Source: an optimization exercise on an open RTL-to-GDS flow (aim: small area, a short achievable clock period and few clock cycles). Production flows keep margins and buffers that such runs may drop.
Only simulation tests tie the RTL to the original design; equivalence was not proved.
Power and IR drop assume default switching activity.

## design/flow/design.v

```verilog
`timescale 1ns / 1ps
package hrq_pkg;
    localparam int DEPTH = 16;
    localparam int IDX_W = $clog2(DEPTH);
    localparam int CNT_W = $clog2(DEPTH + 1);
    localparam int OP_W     = 2;
    localparam int ID_W     = 8;
    localparam int TIME_W   = 16;
    localparam int PRIO_W   = 21;
    localparam int COUNT_W  = 5;
    localparam int STATUS_W = 2;
    localparam int FRAC_W   = 8;
    localparam int PRIO_ONE = 1 << FRAC_W;
    localparam int NUM_W    = TIME_W + FRAC_W;
    localparam int DEN_W    = TIME_W + 4;
    localparam int ITER_W   = $clog2(NUM_W + 1);
    localparam logic [PRIO_W-1:0] PRIO_MAX = '1;
    localparam int IN_DATA_W  = 64;
    localparam int OUT_DATA_W = 16;
    localparam int EST_LSB    = ID_W;
    localparam int WAIT_LSB   = EST_LSB + TIME_W;
    localparam int PRIO_LSB   = WAIT_LSB + TIME_W;
    localparam logic [OP_W-1:0] OP_ENQUEUE = 2'd0;
    localparam logic [OP_W-1:0] OP_DEQUEUE = 2'd1;
    localparam logic [OP_W-1:0] OP_TICK    = 2'd2;
    localparam logic [OP_W-1:0] OP_PICK    = 2'd3;
    localparam logic [STATUS_W-1:0] ST_OK        = 2'd0;
    localparam logic [STATUS_W-1:0] ST_FULL      = 2'd1;
    localparam logic [STATUS_W-1:0] ST_NOT_FOUND = 2'd2;
    typedef struct packed {
        logic [ID_W-1:0]   job;
        logic [TIME_W-1:0] wait_time;
        logic [TIME_W-1:0] est_time;
        logic [PRIO_W-1:0] prio;
    } t_entry;
    typedef struct packed {
        logic             we;
        logic [IDX_W-1:0] waddr;
        t_entry           wdata;
        logic [IDX_W-1:0] raddr;
    } t_ram_cmd;
    typedef struct packed {
        logic              start;
        logic [TIME_W-1:0] wait_time;
        logic [TIME_W-1:0] est_time;
    } t_div_req;
    typedef struct packed {
        logic              busy;
        logic              done;
        logic [PRIO_W-1:0] prio;
    } t_div_rsp;
endpackage
`timescale 1ns / 1ps
module hrq_ram (
    input  logic              i_clk,
    input  hrq_pkg::t_ram_cmd i_cmd,
    output hrq_pkg::t_entry   o_rdata
);
    logic [hrq_pkg::ID_W+2*hrq_pkg::TIME_W+hrq_pkg::PRIO_W-1:0] r_mem [0:hrq_pkg::DEPTH-1];
    hrq_pkg::t_entry r_q;
    always_ff @(posedge i_clk) begin
        if (i_cmd.we) begin
            r_mem[i_cmd.waddr] <= i_cmd.wdata;
        end
        r_q <= r_mem[i_cmd.raddr];
    end
    assign o_rdata = r_q;
endmodule
`timescale 1ns / 1ps
module hrq_div (
    input  logic              i_clk,
    input  logic              i_rst_n,
    input  hrq_pkg::t_div_req i_req,
    output hrq_pkg::t_div_rsp o_rsp
);
    localparam logic [hrq_pkg::NUM_W-1:0] SAT_QUO =
        hrq_pkg::NUM_W'((1 << hrq_pkg::PRIO_W) - hrq_pkg::PRIO_ONE);
    logic                          r_busy, n_busy;
    logic                          r_done, n_done;
    logic [hrq_pkg::ITER_W-1:0]    r_cnt, n_cnt;
    logic [hrq_pkg::NUM_W-1:0]     r_num, n_num;
    logic [hrq_pkg::NUM_W-1:0]     r_quo, n_quo;
    logic [hrq_pkg::DEN_W-1:0]     r_rem, n_rem;
    logic [hrq_pkg::DEN_W-1:0]     r_den, n_den;
    logic                          r_zero, n_zero;
    logic [hrq_pkg::PRIO_W-1:0]    r_prio, n_prio;
    logic [hrq_pkg::DEN_W:0]       trial;
    logic [hrq_pkg::DEN_W-1:0]     est_ext;
    assign est_ext = hrq_pkg::DEN_W'(i_req.est_time);
    assign trial   = {r_rem, r_num[hrq_pkg::NUM_W-1]};
    always_comb begin
        n_busy = r_busy;
        n_done = 1'b0;
        n_cnt  = r_cnt;
        n_num  = r_num;
        n_quo  = r_quo;
        n_rem  = r_rem;
        n_den  = r_den;
        n_zero = r_zero;
        n_prio = r_prio;
        if (i_req.start) begin
            n_busy = 1'b1;
            n_cnt  = hrq_pkg::ITER_W'(hrq_pkg::NUM_W);
            n_num  = {i_req.wait_time, hrq_pkg::FRAC_W'(0)};
            n_quo  = '0;
            n_rem  = '0;
            n_den  = (est_ext << 3) + (est_ext << 1);
            n_zero = (i_req.est_time == '0);
        end else if (r_busy) begin
            if (r_cnt != '0) begin
                n_cnt = r_cnt - 1'b1;
                n_num = r_num << 1;
                if (trial >= {1'b0, r_den}) begin
                    n_rem = hrq_pkg::DEN_W'(trial - {1'b0, r_den});
                    n_quo = {r_quo[hrq_pkg::NUM_W-2:0], 1'b1};
                end else begin
                    n_rem = trial[hrq_pkg::DEN_W-1:0];
                    n_quo = {r_quo[hrq_pkg::NUM_W-2:0], 1'b0};
                end
            end else begin
                n_busy = 1'b0;
                n_done = 1'b1;
                if (r_zero || (r_quo >= SAT_QUO)) begin
                    n_prio = hrq_pkg::PRIO_MAX;
                end else begin
                    n_prio = r_quo[hrq_pkg::PRIO_W-1:0]
                           + hrq_pkg::PRIO_W'(hrq_pkg::PRIO_ONE);
                end
            end
        end
    end
    always_ff @(posedge i_clk) begin
        if (!i_rst_n) begin
            r_busy <= 1'b0;
            r_done <= 1'b0;
        end else begin
            r_busy <= n_busy;
            r_done <= n_done;
        end
        r_cnt  <= n_cnt;
        r_num  <= n_num;
        r_quo  <= n_quo;
        r_rem  <= n_rem;
        r_den  <= n_den;
        r_zero <= n_zero;
        r_prio <= n_prio;
    end
    assign o_rsp.busy = r_busy;
    assign o_rsp.done = r_done;
    assign o_rsp.prio = r_prio;
endmodule
`timescale 1ns / 1ps
module hrrn_ready_queue_core (
    input  logic                             i_clk,
    input  logic                             i_rst_n,
    input  logic                             i_s_axis_tvalid,
    output logic                             o_s_axis_tready,
    input  logic [hrq_pkg::IN_DATA_W-1:0]    i_s_axis_tdata,
    input  logic [hrq_pkg::OP_W-1:0]         i_s_axis_tuser,
    output logic                             o_m_axis_tvalid,
    input  logic                             i_m_axis_tready,
    output logic [hrq_pkg::OUT_DATA_W-1:0]   o_m_axis_tdata
);
    localparam logic [2:0] S_IDLE = 3'd0;
    localparam logic [2:0] S_SCAN = 3'd1;   
    localparam logic [2:0] S_TAIL = 3'd2;   
    localparam logic [2:0] S_DIV  = 3'd3;   
    localparam logic [2:0] S_PICK = 3'd4;   
    localparam logic [2:0] S_OUT  = 3'd5;   
    logic [2:0]                     r_state, n_state;
    logic [hrq_pkg::OP_W-1:0]       r_op, n_op;
    logic [hrq_pkg::ID_W-1:0]       r_id, n_id;
    hrq_pkg::t_entry                r_new, n_new;
    hrq_pkg::t_entry                r_carry, n_carry;
    logic [hrq_pkg::CNT_W-1:0]      r_count, n_count;
    logic [hrq_pkg::CNT_W-1:0]      r_rd_cnt, n_rd_cnt;
    logic                           r_rv, n_rv;
    logic [hrq_pkg::IDX_W-1:0]      r_ri, n_ri;
    logic                           r_found, n_found;
    logic [hrq_pkg::IDX_W-1:0]      r_hit, n_hit;
    logic [hrq_pkg::STATUS_W-1:0]   r_status, n_status;
    logic [hrq_pkg::PRIO_W-1:0]     r_best_prio, n_best_prio;
    logic [hrq_pkg::ID_W-1:0]       r_best_id, n_best_id;
    logic                           r_m_valid, n_m_valid;
    logic [hrq_pkg::OUT_DATA_W-1:0] r_m_data, n_m_data;
    hrq_pkg::t_ram_cmd ram_cmd;
    hrq_pkg::t_entry   q;
    hrq_pkg::t_div_req div_req;
    hrq_pkg::t_div_rsp div_rsp;
    logic s_accept;
    logic rd_go;
    logic scan_last;
    logic hit_now;
    logic pick_go;
    logic [hrq_pkg::TIME_W-1:0] q_wait_inc;
    hrq_ram u_ram (
        .i_clk   (i_clk),
        .i_cmd   (ram_cmd),
        .o_rdata (q)
    );
    hrq_div u_div (
        .i_clk   (i_clk),
        .i_rst_n (i_rst_n),
        .i_req   (div_req),
        .o_rsp   (div_rsp)
    );
    assign o_s_axis_tready = (r_state == S_IDLE);
    assign s_accept        = i_s_axis_tvalid && o_s_axis_tready;
    assign o_m_axis_tvalid = r_m_valid;
    assign o_m_axis_tdata  = r_m_data;
    assign rd_go     = ((r_state == S_SCAN) || (r_state == S_PICK)) && (r_rd_cnt < r_count);
    assign scan_last = r_rv && (hrq_pkg::CNT_W'(r_ri) == r_count - 1'b1);
    assign hit_now   = r_rv && !r_found && (q.job == r_id);
    assign q_wait_inc = (q.wait_time == '1) ? q.wait_time : q.wait_time + 1'b1;
    always_comb begin
        n_state     = r_state;
        n_op        = r_op;
        n_id        = r_id;
        n_new       = r_new;
        n_carry     = r_carry;
        n_count     = r_count;
        n_rd_cnt    = r_rd_cnt;
        n_rv        = rd_go;
        n_ri        = r_rd_cnt[hrq_pkg::IDX_W-1:0];
        n_found     = r_found;
        n_hit       = r_hit;
        n_status    = r_status;
        n_best_prio = r_best_prio;
        n_best_id   = r_best_id;
        n_m_valid   = r_m_valid && !i_m_axis_tready;
        n_m_data    = r_m_data;
        pick_go     = 1'b0;
        ram_cmd       = '0;
        ram_cmd.raddr = r_rd_cnt[hrq_pkg::IDX_W-1:0];
        div_req       = '0;
        if (rd_go) begin
            n_rd_cnt = r_rd_cnt + 1'b1;
        end
        unique case (r_state)
            S_IDLE: begin
                if (s_accept) begin
                    n_op              = i_s_axis_tuser;
                    n_id              = i_s_axis_tdata[hrq_pkg::ID_W-1:0];
                    n_new.job         = i_s_axis_tdata[hrq_pkg::ID_W-1:0];
                    n_new.est_time    = i_s_axis_tdata[hrq_pkg::EST_LSB +: hrq_pkg::TIME_W];
                    n_new.wait_time   = i_s_axis_tdata[hrq_pkg::WAIT_LSB +: hrq_pkg::TIME_W];
                    n_new.prio        = i_s_axis_tdata[hrq_pkg::PRIO_LSB +: hrq_pkg::PRIO_W];
                    n_found           = 1'b0;
                    n_status          = hrq_pkg::ST_OK;
                    n_rd_cnt          = '0;
                    n_rv              = 1'b0;
                    unique case (i_s_axis_tuser)
                        hrq_pkg::OP_ENQUEUE: begin
                            if (r_count == hrq_pkg::CNT_W'(hrq_pkg::DEPTH)) begin
                                n_status = hrq_pkg::ST_FULL;
                                pick_go  = 1'b1;
                            end else if (r_count == '0) begin
                                n_state = S_TAIL;    
                            end else begin
                                n_state = S_SCAN;
                            end
                        end
                        hrq_pkg::OP_DEQUEUE, hrq_pkg::OP_TICK: begin
                            if (r_count == '0) begin
                                n_status = hrq_pkg::ST_NOT_FOUND;
                                pick_go  = 1'b1;
                            end else begin
                                n_state = S_SCAN;
                            end
                        end
                        hrq_pkg::OP_PICK: begin
                            pick_go = 1'b1;
                        end
                    endcase
                end
            end
            S_SCAN: begin
                if (r_rv) begin
                    unique case (r_op)
                        hrq_pkg::OP_ENQUEUE: begin
                            if (!r_found) begin
                                if (r_new.prio > q.prio) begin
                                    ram_cmd.we    = 1'b1;
                                    ram_cmd.waddr = r_ri;
                                    ram_cmd.wdata = r_new;
                                    n_found       = 1'b1;
                                    n_carry       = q;
                                end
                            end else begin
                                ram_cmd.we    = 1'b1;
                                ram_cmd.waddr = r_ri;
                                ram_cmd.wdata = r_carry;
                                n_carry       = q;
                            end
                            if (scan_last) begin
                                n_state = S_TAIL;
                            end
                        end
                        hrq_pkg::OP_DEQUEUE: begin
                            if (hit_now) begin
                                n_found = 1'b1;
                            end else if (r_found) begin
                                ram_cmd.we    = 1'b1;
                                ram_cmd.waddr = r_ri - 1'b1;
                                ram_cmd.wdata = q;
                            end
                            if (scan_last) begin
                                if (r_found || hit_now) begin
                                    n_count = r_count - 1'b1;
                                end else begin
                                    n_status = hrq_pkg::ST_NOT_FOUND;
                                end
                                pick_go = 1'b1;
                            end
                        end
                        hrq_pkg::OP_TICK: begin
                            if (hit_now) begin
                                n_hit             = r_ri;
                                n_carry           = q;
                                n_carry.wait_time = q_wait_inc;
                                div_req.start     = 1'b1;
                                div_req.wait_time = q_wait_inc;
                                div_req.est_time  = q.est_time;
                                n_state           = S_DIV;
                            end else if (scan_last) begin
                                n_status = hrq_pkg::ST_NOT_FOUND;
                                pick_go  = 1'b1;
                            end
                        end
                        hrq_pkg::OP_PICK: begin
                            pick_go = 1'b1;
                        end
                    endcase
                end
            end
            S_TAIL: begin
                ram_cmd.we    = 1'b1;
                ram_cmd.waddr = r_count[hrq_pkg::IDX_W-1:0];
                ram_cmd.wdata = r_found ? r_carry : r_new;
                n_count       = r_count + 1'b1;
                pick_go       = 1'b1;
            end
            S_DIV: begin
                if (div_rsp.done) begin
                    ram_cmd.we         = 1'b1;
                    ram_cmd.waddr      = r_hit;
                    ram_cmd.wdata      = r_carry;
                    ram_cmd.wdata.prio = div_rsp.prio;
                    pick_go            = 1'b1;
                end
            end
            S_PICK: begin
                if (r_count == '0) begin
                    n_state = S_OUT;
                end else if (r_rv) begin
                    if ((r_ri == '0) || (q.prio > r_best_prio)) begin
                        n_best_prio = q.prio;
                        n_best_id   = q.job;
                    end
                    if (scan_last) begin
                        n_state = S_OUT;
                    end
                end
            end
            S_OUT: begin
                if (!r_m_valid || i_m_axis_tready) begin
                    n_m_valid = 1'b1;
                    n_m_data  = {r_status,
                                 hrq_pkg::COUNT_W'(r_count),
                                 (r_count != '0),
                                 r_best_id};
                    n_state   = S_IDLE;
                end
            end
            default: begin
                n_state = S_IDLE;
            end
        endcase
        if (pick_go) begin
            n_state     = S_PICK;
            n_rd_cnt    = '0;
            n_rv        = 1'b0;
            n_best_id   = '0;
            n_best_prio = '0;
        end
    end
    always_ff @(posedge i_clk) begin
        if (!i_rst_n) begin
            r_state   <= S_IDLE;
            r_count   <= '0;
            r_rd_cnt  <= '0;
            r_rv      <= 1'b0;
            r_found   <= 1'b0;
            r_m_valid <= 1'b0;
        end else begin
            r_state   <= n_state;
            r_count   <= n_count;
            r_rd_cnt  <= n_rd_cnt;
            r_rv      <= n_rv;
            r_found   <= n_found;
            r_m_valid <= n_m_valid;
        end
        r_op        <= n_op;
        r_id        <= n_id;
        r_new       <= n_new;
        r_carry     <= n_carry;
        r_ri        <= n_ri;
        r_hit       <= n_hit;
        r_status    <= n_status;
        r_best_prio <= n_best_prio;
        r_best_id   <= n_best_id;
        r_m_data    <= n_m_data;
    end
endmodule
```

## design/flow/run.sh

```bash
#!/bin/bash
# synth_recipe.tcl (not shown) runs the flow's synth.tcl, then flattens the netlist and writes it again
# the make line also repeats each setting of config.mk as NAME=value (left out here)
make -C /OpenROAD-flow-scripts/flow DESIGN_CONFIG=/design/flow/config.mk WORK_HOME=/design/flow/orfs CLKGATE_MAP_FILE= SYNTH_SCRIPT=/design/flow/synth_recipe.tcl finish
```

## design/flow/config.mk

```make
export PLATFORM = sky130hd
export DESIGN_NAME = hrrn_ready_queue_core
export DESIGN_NICKNAME = hrrn_ready_queue_core
export VERILOG_FILES = /design/flow/design.v
export SDC_FILE = /design/flow/constraint.sdc
export NUM_CORES = 4
export LEC_CHECK = 0
export CAP_MARGIN = 20
export CORE_MARGIN = 2
export CORE_UTILIZATION = 40
export SLEW_MARGIN = 20
```

## design/flow/constraint.sdc

```tcl
create_clock -name core_clock -period 5.0 [get_ports {i_clk}]
set_input_delay 1.0000 -clock core_clock [delete_from_list [all_inputs] [get_ports {i_clk}]]
set_output_delay 1.0000 -clock core_clock [all_outputs]
set_load 0.01 [all_outputs]
```

==> summary.md <==
| Metric | Value |
|---|---|
| Status | finished clean |
| Full die area | 139000 um^2 |
| Post-cts resize count | 0 |
| Syn Nets | 3278 |
| Clock buffer depth | 3 |
| Synth Register Bits | approximately 1300 |
| Pin count of the biggest net entering global routing | 81 |
| Synth area leader | edfxtp_1 |
| Crit path capture type | flop |
| Setup repair bufs after CTS | 0 |
| Kind of critical path | reg -> reg |
| First-pass detailed-route iteration total | 6 |
| Post-synthesis sequential area ratio | 0.709 |
| Initial antenna violation count | 13 |
| Setup crit start kind | flop |
| Fin. max-slew vios | 0 |
| Max Freq | roughly 230 MHz |
| Leak Pwr | between 20 and 25 nW |
| CP max stage cell | dfxtp_1 |
| Req. time, crit path | ~5.5 ns |
| Post-synth EDFFs | around 1200 |
| DRC violations left | 0 |
| Commonest cells after routing, fill and taps aside | 1179 x edfxtp_1, 305 x mux4_2, 218 x nand2_1, 159 x o21ai_0, 156 x dfxtp_1 |
| Clk sink count | roughly 1300 |
| Dpl hpwl | 74700 um |
| # setup viols final | 0 |
| Tcrit/Tclk final | 0.854 |
| Hold Path Class | reg -> reg |
| Yosys top cell area share | 0.650 |
| Worst Skew | around 0.028 ns |
| Dominant synthesized flop cell | edfxtp_1 |
| Root Buffer | clkbuf_16 |
| Clock network fraction of total power | 0.366 |
| GPL Wtd Cong | around 0.8 |
| Fillers | 11300 |
| Post-route setup slack | 0.731 ns |
| Sequential power share | 0.492 |
| Post-synthesis cell type count | 70 |
| Die width | approximately 370 um |
| Synth top area cells | edfxtp_1 65%, mux4_2 13%, dfxtp_1 5.9% |
| Core Region | about 140000 um^2 |
| TritonCTS clock tree | yes |
| Ys Warns | 3 |
| Hold_buf cts | 0 |
| Async S/R FF share, synth | 0 |
| CP startpoint | u_ram.r_q[54]$_DFF_P_ |
| Pint | between 20 and 25 mW |
| Pre-CTS setup slack | just over 0.8 ns |
| Mapped Cells | around 3100 |
| CP dominant cell by count | a21oi_1 |
| Via Count | 28900 |
| Area grow syn2layout | 15.9% |
| Critical Path AT | between 4 and 5 ns |
| WL final | between 100000 and 150000 um |
| Global-route wire length before repair | slightly below 200000 um |
| Die height | 373 um |
| WL/cell | ~25 um |
| RSZ-0062 raised after global routing | false |
| DP Area | a little under 60000 um^2 |
| Most common cell after layout, fill and taps aside | edfxtp_1 |
| MaxCap Viol Count | 0 |
| RR Startpoint | u_ram.r_q[54]$_DFF_P_ |
| Htree depth | 4 |
| Starting Density | 0.403 |
| IO Port Bufs | between 80 and 90 |
| Crit path cell chain | xnor2_1, nand4_1, nor3_2, nand3_2, inv_2, and2_1, ha_1, inv_1, fa_1, nor2b_1, o21ai_0, a21boi_0, o211ai_1, a21oi_1, o31ai_1, a21oi_1, xor2_1 |
| Total power | ~28 mW |
| CP max stage delay | between 0.5 and 0.6 ns |
| PwrDens | approximately 440 nW/um^2 |
| Post-route cell area | ~63000 um^2 |
| Layout Utilization | 0.467 |
| Synth Cell Area | 54500 um^2 |
| Overflow after GRT | 0 |
| Sw Pwr | 7.08 mW |
| Rows | between 100 and 150 |
| Worst VDD drop | roughly 0.27 mV |
| Minimum clock period | roughly 4.3 ns |
| Worst slew margin | 0.291 |
| Layout cells sized above 1 | 0.204 |
| Vias in the first global route | roughly 29000 |
| Num CTS Buffers | 138 |
| Crit path max fanout | 14 |
| Boundary Pins | between 80 and 90 |
| Worst Tran Pin Value | 1.06 ns |
| Hold Path Origin | r_best_id[1]$_SDFFE_PP0P_ |
| Vias/cell | around 5.6 |
| DRT antenna net count | 0 |
| Overall routing resource usage | 0.187 |
| Post-layout net count | between 3000 and 4000 |
| Clk latency of the worst-skew pair | between 0.7 and 0.8 ns |
| Clock transition at path regs | ~0.060 ns |
| Gate power share | 0.142 |
| Endpoints failing hold | 0 |
| Syn_area_per_cell | 17.5 um^2 |
| Switching Share | 0.255 |
| DR iter-0 viols | a little over 3000 |
path summary, 6_finish.rpt:
kind | end | slack, ns | cells past startpoint
max | u_div.r_den[17]$_DFFE_PP_ | 0.73 | 17
min | r_m_data[1]$_DFFE_PP_ | 0.43 | 0
max reg2reg | u_div.r_den[17]$_DFFE_PP_ | 0.73 | 17
min reg2reg | r_m_data[1]$_DFFE_PP_ | 0.43 | 0
metal layers:
| metal | up-vias | track usage | wire length [um] | part of all wire |
|---|---|---|---|---|
| met3 | 136 | 0.0306 | 8920 | 0.068 |
| met2 | 952 | 0.284 | 59500 | 0.46 |
| met1 | 15100 | 0.282 | 60000 | 0.46 |
| li1 | 12700 | - | - | - |
| met5 | - | 0 | 10 | 0.000077 |
| met4 | 2 | 0.0408 | 1790 | 0.014 |
cells by family (layout without fill, tap and decap cells):
family | after synthesis | count (layout) | share of synthesized area
xor+xnor | 84 | 84 | 0.0135
compound gates | 412 | 412 | 0.0478
simple gates | 504 | 504 | 0.0418
other cells | 0 | 1 | 0
buf+inv | 256 | 573 | 0.0183
flops | 1340 | 1340 | 0.709
fa+ha+maj | 97 | 97 | 0.0226
mux | 418 | 418 | 0.147
cell type report:
| cell class | count | area, um^2 | area share |
|---|---|---|---|
| Clock buffer | 194 | 3860 | 0.0611 |
| Antenna cell | 1 | 2.50 | 0.0000396 |
| Multi-Input combinational cell | 1515 | 15100 | 0.239 |
| Tap cell | 1781 | 2230 | 0.0353 |
| Clock inverter | 62 | 647 | 0.0102 |
| Sequential cell | 1340 | 38600 | 0.612 |
| Inverter | 99 | 372 | 0.00589 |
| Timing Repair Buffer | 218 | 2280 | 0.0362 |
critical path, delay by kind of cell (launching register included):
kind	cells	cell delay, ns
DFF	1	0.53
and+or+nand+nor	5	1.31
adders and majority gates	2	0.63
buffers and inverters	2	0.24
xor gates and xnor gates	2	0.25
AOI/OAI and AO/OA	6	1.05
power by group through the flow:
stage          sequential, mW  clock, mW  combinational (mW)
5_1_grt                  13.7       10.8                4.28
6_report                 13.6       10.2                3.93
4_1_cts                  13.6       10.4                3.95
3_3_place_gp             13.9          0                3.89
2_1_floorplan            13.5          0                2.75
3_5_place_dp             13.9          0                3.93
metrics by stage:
stage	hold slack, ns	cells	TNS, ns
final	0.432	5210	0
after detailed placement	0.424	4953	0
after floorplan	0.353	3111	-194.56
after global routing	0.434	5209	0
after CTS	0.430	5209	0
after global placement	0.414	4953	0
cell usage after synthesis (8+ instances only):
cell type / n
o21ai_0: 159
a21o_1: 25
buf_1: 33
nand2_1: 218
mux4_2: 305
mux2i_1: 106
buf_2: 16
nor2b_1: 15
nand4_1: 22
ha_1: 95
a211oi_1: 8
clkbuf_1: 106
nor3_1: 25
and2_1: 17
xor2_1: 26
nor4_1: 9
a31oi_1: 9
dfxtp_1: 161
and3_1: 18
nand2b_1: 18
nor2_1: 118
a21oi_1: 80
xnor2_1: 58
edfxtp_1: 1179
o21a_1: 8
nand3_1: 24
inv_1: 99
a22oi_1: 46
o221ai_1: 23
sequential cells by signal, indices dropped and copies added, names as in the netlist, 16 cells and up:
| signal | cells |
|---|---|
| r_carry | 61 |
| u_div.r_num | 16 |
| u_div.r_rem | 20 |
| u_div.r_prio | 21 |
| r_m_data | 16 |
| u_div.r_den | 19 |
| u_ram.r_q | 61 |
| r_best_prio | 21 |
| u_div.r_quo | 24 |
| u_ram.r_mem | 976 |
| r_new | 60 |
Testbench counts, summed over its fixed seeds: cycles 145,084.

re-timing with driven ports:
No port has a modelled driver above. Below, the same layout with a new extraction and two added sets of constraints.
Step 1 sets driving cells, clkbuf_16 on the clock port and buf_2 on the other inputs (assumed; they add their load-dependent delay and slew).
Step 2 adds t to the input delays and takes it off the output delays; t is the mean of the earliest and latest rising clock arrival at the registers after step 1. Input paths then give back, and output paths get back, about the clock's delay inside the block.
Slacks: ideal / step 1 / step 2; pairs: ideal / step 1.
shift t [ns]: 0.828
setup slack, ns: 0.731 / 0.731 / 0.731
worst setup path at the end: register to register
slew at the worst register clock pin (ns): 0.07 / 0.07
pins driven straight from the clock port: 1
After both steps this run still meets setup and hold. For this run, drivers alone change the setup slack by 0.000 ns; drivers and shift together by 0.000 ns.
